This is an optimization exercise on Yosys and OpenROAD, whose aim is small area and a short achievable clock period, not a production implementation.
RTL that was checked went through simulation tests only; none was proved equivalent to the original.

== the previous run ==
==> flow/design.v (excerpt) <==
module cordic_rotator (
    input  logic                    clk,
    input  logic                    rst_n,
    input  logic                    in_valid,
    input  logic [9-1:0] in_x,
    input  logic [9-1:0] in_y,
    input  logic [9-1:0] in_angle,
    output logic                    out_valid,
    output logic [32-1:0]    out_x,
    output logic [32-1:0]    out_y
);
Size in the first run: about 4700 cells after synthesis, about 630 flip-flops, ~95 I/O pins, ~41000 um^2 of cells after synthesis.
Settings: LEC_CHECK=0, ABC_AREA=1, CAP_MARGIN=20, CORE_MARGIN=2, CORE_UTILIZATION=40, CTS_CLUSTER_DIAMETER=100, CTS_CLUSTER_SIZE=25, SLEW_MARGIN=20; clock period 10.5 ns.
standard.sh (not shown) runs the stock make flow with config.mk's settings and CLKGATE_MAP_FILE= SYNTH_SCRIPT=/design/flow/synth_recipe.tcl, a recipe that flattens the netlist after the stock synthesis.
==> flow/flow/run.sh <==
#!/bin/bash
# Standard layout, with timing repair aimed at a tighter period than the
# constraint (setup margin), so that repair keeps improving the paths that
# set the achieved period. The SDC and the clock period are unchanged.
set -euo pipefail
bash standard.sh SETUP_SLACK_MARGIN=7.2 finish > standard_flow.log 2>&1
#### Input delta (the current run over the previous run)
--- a/flow/design.v
+++ b/flow/design.v
@@ -92,18 +92,27 @@
             end 
         for (int d = 16; d >= 1; d = d / 2) 
             for (int i = 3 * d - 1; i < 23; i += 2 * d) 
             begin 
                 g[i] = g[i] | (p[i] & g[i - d]); 
                 p[i] = p[i] & p[i - d]; 
             end 
         bk_add23 = (a ^ b) ^ {g[23-2:0], ci}; 
     endfunction
+    function automatic logic [22:0] add_fast(
+        input logic [22:0] a,
+        input logic [22:0] b,
+        input logic        ci
+    );
+        logic [23:0] s;
+        s        = {a, 1'b1} + {b, ci};
+        add_fast = s[23:1];
+    endfunction
     function automatic logic [22:0] add_ci(
         input logic [22:0] a,
         input logic [22:0] b,
         input logic        ci
     );
         add_ci = bk_add23(a, b, ci);
     endfunction
     function automatic logic signed [22:0] addsub(
         input logic signed [22:0] a,
@@ -166,19 +175,19 @@
         pe = p;
         qe = q;
         ta = (pe <<< 4) | {14'd0, !band[0]};
         tb = band[2] ? (pe <<< 2) : (pe <<< 3);
         tc = ((pe & {15{band[0]}}) | ((qe <<< 3) & {15{band[1]}})
               | ((qe <<< 4) & {15{band[2]}})) ^ {15{sub}};
         td = (qe & {15{!band[0]}}) ^ {15{tdinv}};
         s1 = ta ^ tb ^ tc;
         c1 = {((ta & tb) | (ta & tc) | (tb & tc)), 1'b0};
-        triple = bk_add15(s1 ^ c1 ^ td, {((s1 & c1) | (s1 & td) | (c1 & td)), 1'b0}, 1'b0);
+        triple = (s1 ^ c1 ^ td) + {((s1 & c1) | (s1 & td) | (c1 & td)), 1'b0};
     endfunction
     logic signed [14:0] u2, w2;
     logic [11:0]        c2;
     logic               v2;
     cordic_pipe #(.W(30 + 12), .EN(PIPE[2])) p2 (.clk(clk),
         .d({triple(x1, y1, t1[2:0], t1[6], !t1[8]), triple(y1, x1, ~t1[5:3], t1[7], !t1[9]), c1}),
         .q({u2, w2, c2}));
     cordic_valid #(.EN(PIPE[2])) pv2 (.clk(clk), .rst_n(rst_n), .d(v1), .q(v2));
     function automatic logic signed [18:0] times25(input logic signed [14:0] u);
@@ -302,19 +311,19 @@
         input logic [1:0]         inv
     );
         logic signed [22:0] q, p1, p2, s, c;
         q  = b >>> 10;
         p1 = ((q & {23{sel[0]}}) | ((q <<< 1) & {23{sel[1]}})
               | ((q <<< 2) & {23{sel[2]}}) | ((q <<< 3) & {23{sel[3]}})) ^ {23{inv[0]}};
         p2 = ((q & {23{sel[4]}}) | ((q <<< 1) & {23{sel[5]}})) ^ {23{inv[1]}};
         s = a ^ p1 ^ p2;
         c = {((a & p1) | (a & p2) | (p1 & p2)), inv[0]};
-        micro = add_ci(s, c, inv[1]);
+        micro = add_fast(s, c, inv[1]);
     endfunction
     logic signed [22:0] u10, w10;
     logic [1:0]         c10;
     logic               v10;
     cordic_pipe #(.W(46 + 2), .EN(PIPE[10])) p10 (.clk(clk),
         .d({micro(u9, w9, mx9[5:0], mx9[7:6]), micro(w9, u9, ~my9[5:0], my9[7:6]), c9}),
         .q({u10, w10, c10}));
     cordic_valid #(.EN(PIPE[10])) pv10 (.clk(clk), .rst_n(rst_n), .d(v9), .q(v10));
     function automatic logic signed [22:0] force_sign(
==> run notes <==
- [compare] base=the previous run new=the current run: wire length up about 7%; part of the cycle the worst path needs down 1.2 points; worst path arrival time down 2.72 ns; pre-CTS worst setup slack up 0.013 ns.
- For the previous run, the worst setup path endpoint was p2.q[25]$_DFF_P_, unlike the current run, where it was out_x[30].
- The current run reports a higher basic-gate share of the synthesized area counting and, or, nand and nor cells than the previous run does.
- Post-synthesis adder-cell area fraction ended up 1.9 points lower on the current run than on the previous run.
Only the layout flow was run in the previous run; the RTL was not checked for function there.


Another version of the RTL of cordic_rotator (not shown whole).
Size in the first run: ~6800 cells after synthesis, roughly 630 flip-flops, roughly 0.048 sq mm of cells after synthesis.
==> flow/config.mk <==
export PLATFORM = sky130hd
export DESIGN_NAME = cordic_rotator
export DESIGN_NICKNAME = cordic_rotator
export VERILOG_FILES = /design/flow/design.v
export SDC_FILE = /design/flow/constraint.sdc
export NUM_CORES = 4
export LEC_CHECK = 0
export ABC_AREA = 1
export CAP_MARGIN = 20
export CORE_MARGIN = 2
export CORE_UTILIZATION = 40
export SLEW_MARGIN = 20
==> flow/constraint.sdc <==
create_clock -name core_clock -period 10.5 [get_ports {clk}]
set_input_delay 2.1000 -clock core_clock [delete_from_list [all_inputs] [get_ports {clk}]]
set_output_delay 2.1000 -clock core_clock [all_outputs]
set_load 0.01 [all_outputs]
Scripts as last shown in full above: flow/flow/run.sh
Next try:
--- a/flow/design.v
+++ b/flow/design.v
@@ -1,22 +1,22 @@
 package cordic_pkg;
-    localparam logic [511:0] CTRL_B0 = 512'h003fffc000000001fffe00000ffff0000000007fff800003fffc000000001ffffff0000000007fff800003fffc000000001fffe00000ffff0000000007fff800;
-    localparam logic [511:0] CTRL_B1 = 512'h0000003ffffffffe0000000000000fffffffff80000000000003ffffffffe000000fffffffff80000000000003ffffffffe0000000000000fffffffff8000000;
-    localparam logic [511:0] CTRL_B2 = 512'hfffffffffff800000000003ffffffffffe00000000000fffffffffff80000000fffffffe00000000000fffffffffff800000000003ffffffffffe00000000000;
-    localparam logic [511:0] CTRL_B3 = 512'h1ff01fff80ff80fffc07fc07fc07ffe03fe03fff01ff01ff01fff80ff80fffc007ffe03fe03fff01ff01ff01fff80ff80fffc07fc07fc07ffe03fe03fff01ff0;
-    localparam logic [511:0] CTRL_B4 = 512'h1fc01fc000f800fe00060007f007f0003e003f80018001fc01fc000f800fe00007f0003e003f80018001fc01fc000f800fe00060007f007f0003e003f8001800;
-    localparam logic [511:0] CTRL_B5 = 512'he1f0e1c78f1b870e3c783c387c3871e3c6e1c38f1e0f0e1f0e1c78f1b870e3c73871e3c6e1c38f1e0f0e1f0e1c78f1b870e3c783c387c3871e3c6e1c38f1e0f0;
-    localparam logic [511:0] CTRL_B6 = 512'h66f3265993259b32cd984cd9bcc99664c966ccb36613366f3265993259b32cd9c99664c966ccb36613366f3265993259b32cd984cd9bcc99664c966ccb366133;
-    localparam logic [511:0] CTRL_B7 = 512'haa556a8ab54ea95754aad56a955aa2ad53aa55d52ab55aa556a8ab54ea95754a5aa2ad53aa55d52ab55aa556a8ab54ea95754aad56a955aa2ad53aa55d52ab55;
-    localparam logic [511:0] CTRL_B8 = 512'h0f03c3e0e0e43c3c1e0f83c3c0f0f838390f0f0783e0f0f03c3e0e0e43c3c1e0f0f838390f0f0783e0f0f03c3e0e0e43c3c1e0f83c3c0f0f838390f0f0783e0f;
-    localparam logic [511:0] CTRL_B9 = 512'h0073fffc6000031fffe700001cffff180000c7fff9c000073fffc6000031fffeffff180000c7fff9c000073fffc6000031fffe700001cffff180000c7fff9c00;
-    localparam logic [511:0] CTRL_B10 = 512'haaa96976aaaaaab74b4aaaaaaa5a5daaaaaaadd2d2aaaaaa96976aaaaaab74b45a5daaaaaaadd2d2aaaaaa96976aaaaaab74b4aaaaaaa5a5daaaaaaadd2d2aaa;
-    localparam logic [511:0] CTRL_B11 = 512'hc6f0f0f86c6b1b0f8787b1b1bc3c3e1b1ac6c3e1e1ec6c6f0f0f86c6b1b0f8783c3e1b1ac6c3e1e1ec6c6f0f0f86c6b1b0f8787b1b1bc3c3e1b1ac6c3e1e1ec6;
-    localparam logic [511:0] CTRL_B12 = 512'h01000000101404000000404040000004050100000010101000000101404000000000040501000000101010000001014040000004040400000040501000000101;
-    function automatic logic [12:0] ctrl_word(input logic [8:0] angle);
-        ctrl_word = {CTRL_B12[angle], CTRL_B11[angle], CTRL_B10[angle], CTRL_B9[angle], CTRL_B8[angle], CTRL_B7[angle], CTRL_B6[angle], CTRL_B5[angle], CTRL_B4[angle], CTRL_B3[angle], CTRL_B2[angle], CTRL_B1[angle], CTRL_B0[angle]};
+    localparam logic [127:0] CTRL_B0 = 128'h003fffc0000000010000000007fff800;
+    localparam logic [127:0] CTRL_B1 = 128'h0000003ffffffffefffffffff8000000;
+    localparam logic [127:0] CTRL_B2 = 128'hfffffffffff80000ffffe00000000000;
+    localparam logic [127:0] CTRL_B3 = 128'h1ff01fff80ff80fffe03fe03fff01ff0;
+    localparam logic [127:0] CTRL_B4 = 128'h1fc01fc000f800fe0003e003f8001800;
+    localparam logic [127:0] CTRL_B5 = 128'he1f0e1c78f1b870e1e3c6e1c38f1e0f0;
+    localparam logic [127:0] CTRL_B6 = 128'h66f3265993259b32664c966ccb366133;
+    localparam logic [127:0] CTRL_B7 = 128'haa556a8ab54ea9572ad53aa55d52ab55;
+    localparam logic [127:0] CTRL_B8 = 128'h0f03c3e0e0e43c3c838390f0f0783e0f;
+    localparam logic [127:0] CTRL_B9 = 128'h0073fffc6000031ff180000c7fff9c00;
+    localparam logic [127:0] CTRL_B10 = 128'haaa96976aaaaaab7daaaaaaadd2d2aaa;
+    localparam logic [127:0] CTRL_B11 = 128'hc6f0f0f86c6b1b0fe1b1ac6c3e1e1ec6;
+    localparam logic [127:0] CTRL_B12 = 128'h01000000101404000040501000000101;
+    function automatic logic [12:0] ctrl_word(input logic [6:0] r);
+        ctrl_word = {CTRL_B12[r], CTRL_B11[r], CTRL_B10[r], CTRL_B9[r], CTRL_B8[r], CTRL_B7[r], CTRL_B6[r], CTRL_B5[r], CTRL_B4[r], CTRL_B3[r], CTRL_B2[r], CTRL_B1[r], CTRL_B0[r]};
     endfunction
 endpackage
 `timescale 1ns/1ps
 module cordic_rotator (
     input  logic                    clk,
     input  logic                    rst_n,
@@ -67,14 +67,17 @@
     assign qy = ~q0[7:4];
     assign xq = ({10{q0[0]}} & xn) | ({10{q0[1]}} & yn) | ({10{q0[2]}} & xe) | ({10{q0[3]}} & ye);
     assign yq = ({10{qy[0]}} & yn) | ({10{qy[1]}} & xe) | ({10{qy[2]}} & ye) | ({10{qy[3]}} & xn);
     logic xneg, yneg;
     assign xneg = (a0 <= -90) || (a0 > 90);
     assign yneg = (a0 <= 0);
+    logic signed [8:0] res;
+    assign res = a0 + (({9{q0[0]}} & (a0[8] ? 9'sd180 : -9'sd180))
+                     | ({9{q0[1]}} & 9'sd90) | ({9{q0[3]}} & -9'sd90));
     logic [12:0] cw;
-    assign cw = cordic_pkg::ctrl_word(a0);
+    assign cw = cordic_pkg::ctrl_word(res[6:0]);
     logic [2:0] band;
     assign band = {cw[1:0] == 2'd2, cw[1:0] == 2'd1, cw[1:0] == 2'd0};
     logic signed [9:0] x1, y1;
     logic [9:0]        t1;
     logic [11:0]       c1;
     logic              v1;
Outcome:
- register-to-register slack improves by 30 ps
- via count decreases by roughly a tenth
- clock skew is about the same
- clock-buffer cell count went down by 8
- worst setup slack got worse by 48 ps
- cell count is lower by a little under a tenth
- wire length went down by about a fifth
- critical path depth increases by 1
For the first run of this note, only the layout was checked, not whether the RTL still works.

==> separate check: timing with driven ports <==
Ports are ideal in the flow. The routed layouts listed here were re-timed in OpenROAD.
Step 1 assumes that a clkbuf_16 drives the clock port and a buf_2 every other input.
Step 2 adds t to the input delays and takes it off the output delays; t is the mean of the earliest and latest rising clock arrival at the registers after step 1. Input paths then give back, and output paths get back, about the clock's delay inside the block.
a / b / c = no drivers / after step 1 / after step 2; a / b = the first two.
| run | t (ns) | setup WS [ns] | worst setup path after step 2 | clock arrival spread, ns | pins driven straight from the clock port |
|---|---|---|---|---|---|
| the previous run | 0.653 | 7.082 / 7.082 / 6.976 | input to register | 0.028 / 0.029 | 1 |
| the current run | 0.649 | 7.210 / 7.147 / 6.960 | input to register | 0.040 / 0.040 | 1 |
| the first run of note 2 | 0.734 | 7.220 / 7.152 / 6.981 | input to register | 0.032 / 0.032 | 1 |
| the second run of note 2 | 0.718 | 7.172 / 7.102 / 6.993 | input to register | 0.023 / 0.023 | 1 |
After both steps every run listed still meets setup and hold. The setup slack of the current run, which loses most, moves by -0.063 ns with the drivers and by -0.250 ns with both steps.
